Background: an optimization exercise with open tools, aiming at small area. Do not read the settings as production practice.
The RTL was checked by simulation tests, not by an equivalence proof against the original design.
Power and IR drop assume default switching activity. No driver is modelled on the clock port, so clocking that relies on it looks cheaper here than on a real chip.

## run E
## operand_fetch
module operand_fetch #(
    parameter int DATA_WIDTH = 32,
    parameter int ADDR_WIDTH = 5
) (
    input  logic                  clk,
    input  logic                  rst_n,
    input  logic                  in_valid,
    output logic                  in_ready,
    input  logic [ADDR_WIDTH-1:0] rs1,
    input  logic [ADDR_WIDTH-1:0] rs2,
    input  logic [DATA_WIDTH-1:0] imm,
    input  logic                  ALUsrc,
    input  logic                  ALUctrl_in,
    input  logic                  flush,
    input  logic                  we,
    input  logic [ADDR_WIDTH-1:0] wad,
    input  logic [DATA_WIDTH-1:0] wd,
    output logic                  out_valid,
    input  logic                  out_ready,
    output logic [DATA_WIDTH-1:0] ALUop1,
    output logic [DATA_WIDTH-1:0] ALUop2,
    output logic                  ALUctrl,
    output logic [DATA_WIDTH-1:0] a0
);
Size: about 190 I/O pins, ~42000 µm² of cells after synthesis.
==> flow/config.mk <==
export PLATFORM = sky130hd
export DESIGN_NAME = operand_fetch
export DESIGN_NICKNAME = operand_fetch
export VERILOG_FILES = /design/flow/design.v
export SDC_FILE = /design/flow/constraint.sdc
export NUM_CORES = 4
export LEC_CHECK = 0
export CAP_MARGIN = 20
export CORE_MARGIN = 2
export CORE_UTILIZATION = 55
export PLACE_DENSITY = 0.7
export SLEW_MARGIN = 20
export SYNTH_HIERARCHICAL = 1
export SYNTH_MINIMUM_KEEP_SIZE = 0
==> flow/constraint.sdc <==
create_clock -name core_clock -period 5.0 [get_ports {clk}]
set_input_delay 1.0000 -clock core_clock [delete_from_list [all_inputs] [get_ports {clk}]]
set_output_delay 1.0000 -clock core_clock [all_outputs]
set_load 0.01 [all_outputs]
standard.sh (not shown) runs the stock make flow with config.mk's settings and CLKGATE_MAP_FILE= SYNTH_SCRIPT=/design/flow/synth_recipe.tcl, a recipe that flattens the netlist after the stock synthesis.
==> flow/flow/run.sh <==
#!/bin/bash
# Standard ORFS layout with a leaner clock tree (no dummy loads, clkbuf_16 leaf
# clusters of up to 24 sinks) and minimum-size port buffers.
set -euo pipefail
export BUFFER_PORTS_ARGS="-buffer_cell sky130_fd_sc_hd__buf_1"
export CTS_ARGS="-sink_clustering_enable -repair_clock_nets -dont_use_dummy_load -buf_list sky130_fd_sc_hd__clkbuf_16 -sink_clustering_size 24 -sink_clustering_max_diameter 80"
bash standard.sh > standard.log 2>&1
Run E: all stages complete, timing, DRC and antenna checks passed
What run A does differently from run E at the input level:
Settings: CORE_UTILIZATION changed from 55 to 70; PLACE_DENSITY changed from 0.7 to 0.8.
==> flow/flow/run.sh <==
#!/bin/bash
# Standard ORFS layout with a leaner clock tree (no dummy loads, clkbuf_16 leaf
# clusters of up to 30 sinks) and minimum-size port buffers.
set -euo pipefail
export BUFFER_PORTS_ARGS="-buffer_cell sky130_fd_sc_hd__buf_1"
export CTS_ARGS="-sink_clustering_enable -repair_clock_nets -dont_use_dummy_load -buf_list sky130_fd_sc_hd__clkbuf_16 -sink_clustering_size 30 -sink_clustering_max_diameter 95"
bash standard.sh > standard.log 2>&1
- Internal power was lower in run A than in run E.
- Against run E, finished layout cell area in run A fell slightly.
- Relative to run E, the total chip power measured on run A has decreased by a few percent.
- Relative to run E, the sequential fraction of total cell area of run A is higher by 0.87 points.
- Compared with run E, in run A number of cells on the worst reg-to-reg path dropped 1; setup slack dropped 0.095 ns; detailed-routing iteration count for the pre-antenna-repair pass climbed 2.

---

The RTL this note starts from:
==> flow/design.v <==
module operand_fetch #(
    parameter int DATA_WIDTH = 32,
    parameter int ADDR_WIDTH = 5
) (
    input  logic                  clk,
    input  logic                  rst_n,
    input  logic                  in_valid,
    output logic                  in_ready,
    input  logic [ADDR_WIDTH-1:0] rs1,
    input  logic [ADDR_WIDTH-1:0] rs2,
    input  logic [DATA_WIDTH-1:0] imm,
    input  logic                  ALUsrc,
    input  logic                  ALUctrl_in,
    input  logic                  flush,
    input  logic                  we,
    input  logic [ADDR_WIDTH-1:0] wad,
    input  logic [DATA_WIDTH-1:0] wd,
    output logic                  out_valid,
    input  logic                  out_ready,
    output logic [DATA_WIDTH-1:0] ALUop1,
    output logic [DATA_WIDTH-1:0] ALUop2,
    output logic                  ALUctrl,
    output logic [DATA_WIDTH-1:0] a0
);
    localparam int NREGS  = 1 << ADDR_WIDTH;
    localparam int A0_IDX = 10;
    logic [DATA_WIDTH-1:0] rf_q [NREGS];
    logic [NREGS-1:0]      vld;
    logic [NREGS-1:0]      wsel;
    always_comb begin
        for (int i = 0; i < NREGS; i++) begin
            wsel[i] = we && (wad == ADDR_WIDTH'(i)) && (i != 0);
        end
    end
    generate
        for (genvar gi = 0; gi < NREGS; gi++) begin : g_rf
            if (gi == 0) begin : g_zero
                assign rf_q[gi] = '0;
                assign vld[gi]  = 1'b0;
            end else begin : g_reg
                logic vld_q;
                always_ff @(posedge clk) begin
                    if (wsel[gi]) begin
                        rf_q[gi] <= wd;
                    end
                end
                logic vld_d;
                of_or2 u_vld (.a(vld_q), .b(wsel[gi]), .y(vld_d));
                always_ff @(posedge clk or negedge rst_n) begin
                    if (!rst_n) begin
                        vld_q <= 1'b0;
                    end else begin
                        vld_q <= vld_d;
                    end
                end
                assign vld[gi] = vld_q;
            end
        end
    endgenerate
    assign a0 = rf_q[A0_IDX] & {DATA_WIDTH{vld[A0_IDX]}};
    logic v_q;
    logic accept;
    assign in_ready  = !v_q || out_ready;
    assign out_valid = v_q;
    assign accept    = in_valid && in_ready && !flush;
    always_ff @(posedge clk or negedge rst_n) begin
        if (!rst_n) begin
            v_q <= 1'b0;
        end else begin
            v_q <= !flush && (accept || (v_q && !out_ready));
        end
    end
    logic [NREGS-1:0]      sel1;
    logic [NREGS-1:0]      sel2;
    logic                  hold;
    logic                  isel;
    logic [DATA_WIDTH-1:0] op1_q;
    logic [DATA_WIDTH-1:0] op2_q;
    logic [DATA_WIDTH-1:0] op1_d;
    logic [DATA_WIDTH-1:0] op2_d;
    logic                  ctrl_q;
    always_comb begin
        for (int i = 0; i < NREGS; i++) begin
            sel1[i] = accept && (rs1 == ADDR_WIDTH'(i)) && vld[i];
            sel2[i] = accept && !ALUsrc && (rs2 == ADDR_WIDTH'(i)) && vld[i];
        end
        hold = !accept;
        isel = accept && ALUsrc;
    end
    generate
        for (genvar b = 0; b < DATA_WIDTH; b++) begin : g_rd
            logic [NREGS-1:0] col;
            for (genvar i = 0; i < NREGS; i++) begin : g_col
                assign col[i] = rf_q[i][b];
            end
            of_sel32 u_rd1 (
                .s({hold, sel1[NREGS-1:1]}),
                .d({op1_q[b], col[NREGS-1:1]}),
                .y(op1_d[b])
            );
            of_sel33 u_rd2 (
                .s({hold, isel, sel2[NREGS-1:1]}),
                .d({op2_q[b], imm[b], col[NREGS-1:1]}),
                .y(op2_d[b])
            );
        end
    endgenerate
    always_ff @(posedge clk or negedge rst_n) begin
        if (!rst_n) begin
            op1_q  <= '0;
            op2_q  <= '0;
            ctrl_q <= 1'b0;
        end else begin
            op1_q <= op1_d;
            op2_q <= op2_d;
            if (accept) begin
                ctrl_q <= ALUctrl_in;
            end
        end
    end
    assign ALUop1  = op1_q;
    assign ALUop2  = op2_q;
    assign ALUctrl = ctrl_q;
endmodule
module of_aoi222 (
    input  logic a1, a2, b1, b2, c1, c2,
    output logic y
);
    assign y = !((a1 && a2) || (b1 && b2) || (c1 && c2));
endmodule
module of_nand11 (
    input  logic [10:0] n,
    output logic        y
);
    assign y = !(&n);
endmodule
module of_sel33 (
    input  logic [32:0] s,
    input  logic [32:0] d,
    output logic        y
);
    logic [10:0] n;
    for (genvar k = 0; k < 11; k++) begin : g_t
        of_aoi222 u_t (
            .a1(s[3*k]),   .a2(d[3*k]),
            .b1(s[3*k+1]), .b2(d[3*k+1]),
            .c1(s[3*k+2]), .c2(d[3*k+2]),
            .y(n[k])
        );
    end
    of_nand11 u_or (.n(n), .y(y));
endmodule
module of_sel32 (
    input  logic [31:0] s,
    input  logic [31:0] d,
    output logic        y
);
    logic [11:0] n;
    for (genvar k = 0; k < 10; k++) begin : g_t
        of_aoi222 u_t (
            .a1(s[3*k]),   .a2(d[3*k]),
            .b1(s[3*k+1]), .b2(d[3*k+1]),
            .c1(s[3*k+2]), .c2(d[3*k+2]),
            .y(n[k])
        );
    end
    of_nand2 u_t10 (.a(s[30]), .b(d[30]), .y(n[10]));
    of_nand2 u_t11 (.a(s[31]), .b(d[31]), .y(n[11]));
    of_nand12 u_or (.n(n), .y(y));
endmodule
module of_nand2 (
    input  logic a, b,
    output logic y
);
    assign y = !(a && b);
endmodule
module of_nand12 (
    input  logic [11:0] n,
    output logic        y
);
    assign y = !(&n);
endmodule
module of_or2 (
    input  logic a, b,
    output logic y
);
    assign y = a || b;
endmodule
export LEC_CHECK = 0
export CAP_MARGIN = 20
export CORE_MARGIN = 2
export CORE_UTILIZATION = 65
export PLACE_DENSITY = 0.75
export SLEW_MARGIN = 20
export SYNTH_HIERARCHICAL = 1
export SYNTH_MINIMUM_KEEP_SIZE = 0
create_clock -name core_clock -period 5.0 [get_ports {clk}]
run.sh (not shown) runs the stock make flow with config.mk's settings and CLKGATE_MAP_FILE= SYNTH_SCRIPT=/design/flow/synth_recipe.tcl, a recipe that flattens the netlist after the stock synthesis.
Stock flow here: none of the scripts above is used.
The first run produced a clean layout.
Edit:
==> flow/flow/run.sh (new file) <==
#!/bin/bash
# Standard ORFS layout with a leaner clock tree (no dummy loads, clkbuf_16 leaf
# clusters of up to 28 sinks) and minimum-size port buffers.
set -euo pipefail
export BUFFER_PORTS_ARGS="-buffer_cell sky130_fd_sc_hd__buf_1"
export CTS_ARGS="-sink_clustering_enable -repair_clock_nets -dont_use_dummy_load -buf_list sky130_fd_sc_hd__clkbuf_16 -sink_clustering_size 28 -sink_clustering_max_diameter 90"
bash standard.sh > standard.log 2>&1
==> flow/standard.sh (new file) <==
#!/bin/bash
# synth_recipe.tcl (not shown) runs the flow's synth.tcl, then flattens the netlist and writes it again
# the make line also repeats each setting of config.mk as NAME=value (left out here)
make -C /OpenROAD-flow-scripts/flow DESIGN_CONFIG=/design/flow/config.mk WORK_HOME=/design/flow/orfs CLKGATE_MAP_FILE= SYNTH_SCRIPT=/design/flow/synth_recipe.tcl "${@:-finish}"
Settings changed: CORE_UTILIZATION 65 to 70, PLACE_DENSITY 0.75 to 0.8.
removed: flow/run.sh
Effect: The changed run went through all stages and came out clean. Power shrinks by 20%. Clock-buffer cell count is lower by 99. Design area went down by 7.6%. Maximum frequency came out higher by 7.7%.
Edit:
Settings changed: CORE_UTILIZATION 70 to 55, PLACE_DENSITY 0.8 to 0.7.
What happened: Routed wire length increases by 0.94%; global-route usage decreases by 9.9 points; total power is about the same; final cell count increases by 7.3%; via count decreases by about 3%; clock skew decreases by 0.015 ns; worst setup slack got worse by 0.21 ns; die area increases by 27%.

==> afterwards: timing with drivers on the ports <==
How much do the figures lean on ideal ports? The routed layouts below were timed once more, with nothing changed but the port constraints.
Step 1 sets driving cells, clkbuf_16 on the clock port and buf_2 on the other inputs (assumed; they add their load-dependent delay and slew).
Step 2, shift: input delay + t, output delay - t, t = (earliest + latest rising clock arrival at the registers) / 2. This alone moves slack from input paths to output paths.
Slacks: ideal ports / drivers / drivers and shift; pairs: ideal ports / drivers.
run | shift t [ns] | setup WS [ns] | slew at the worst register clock pin (ns)
run E | 0.704 | 1.505 / 1.551 / 0.847 | 0.10 / 0.10
run A | 0.681 | 1.411 / 1.449 / 0.768 | 0.11 / 0.11
the first run of note 2 | 0.754 | 1.204 / 1.145 / 0.501 | 0.07 / 0.07
the second run of note 2 | 0.695 | 1.475 / 1.514 / 0.824 | 0.11 / 0.11
the third run of note 2 | 0.684 | 1.269 / 1.313 / 0.629 | 0.11 / 0.11
After both steps every run listed still meets setup and hold. The setup slack of the first run of note 2, which loses most, moves by -0.059 ns with the drivers and by -0.703 ns with both steps.
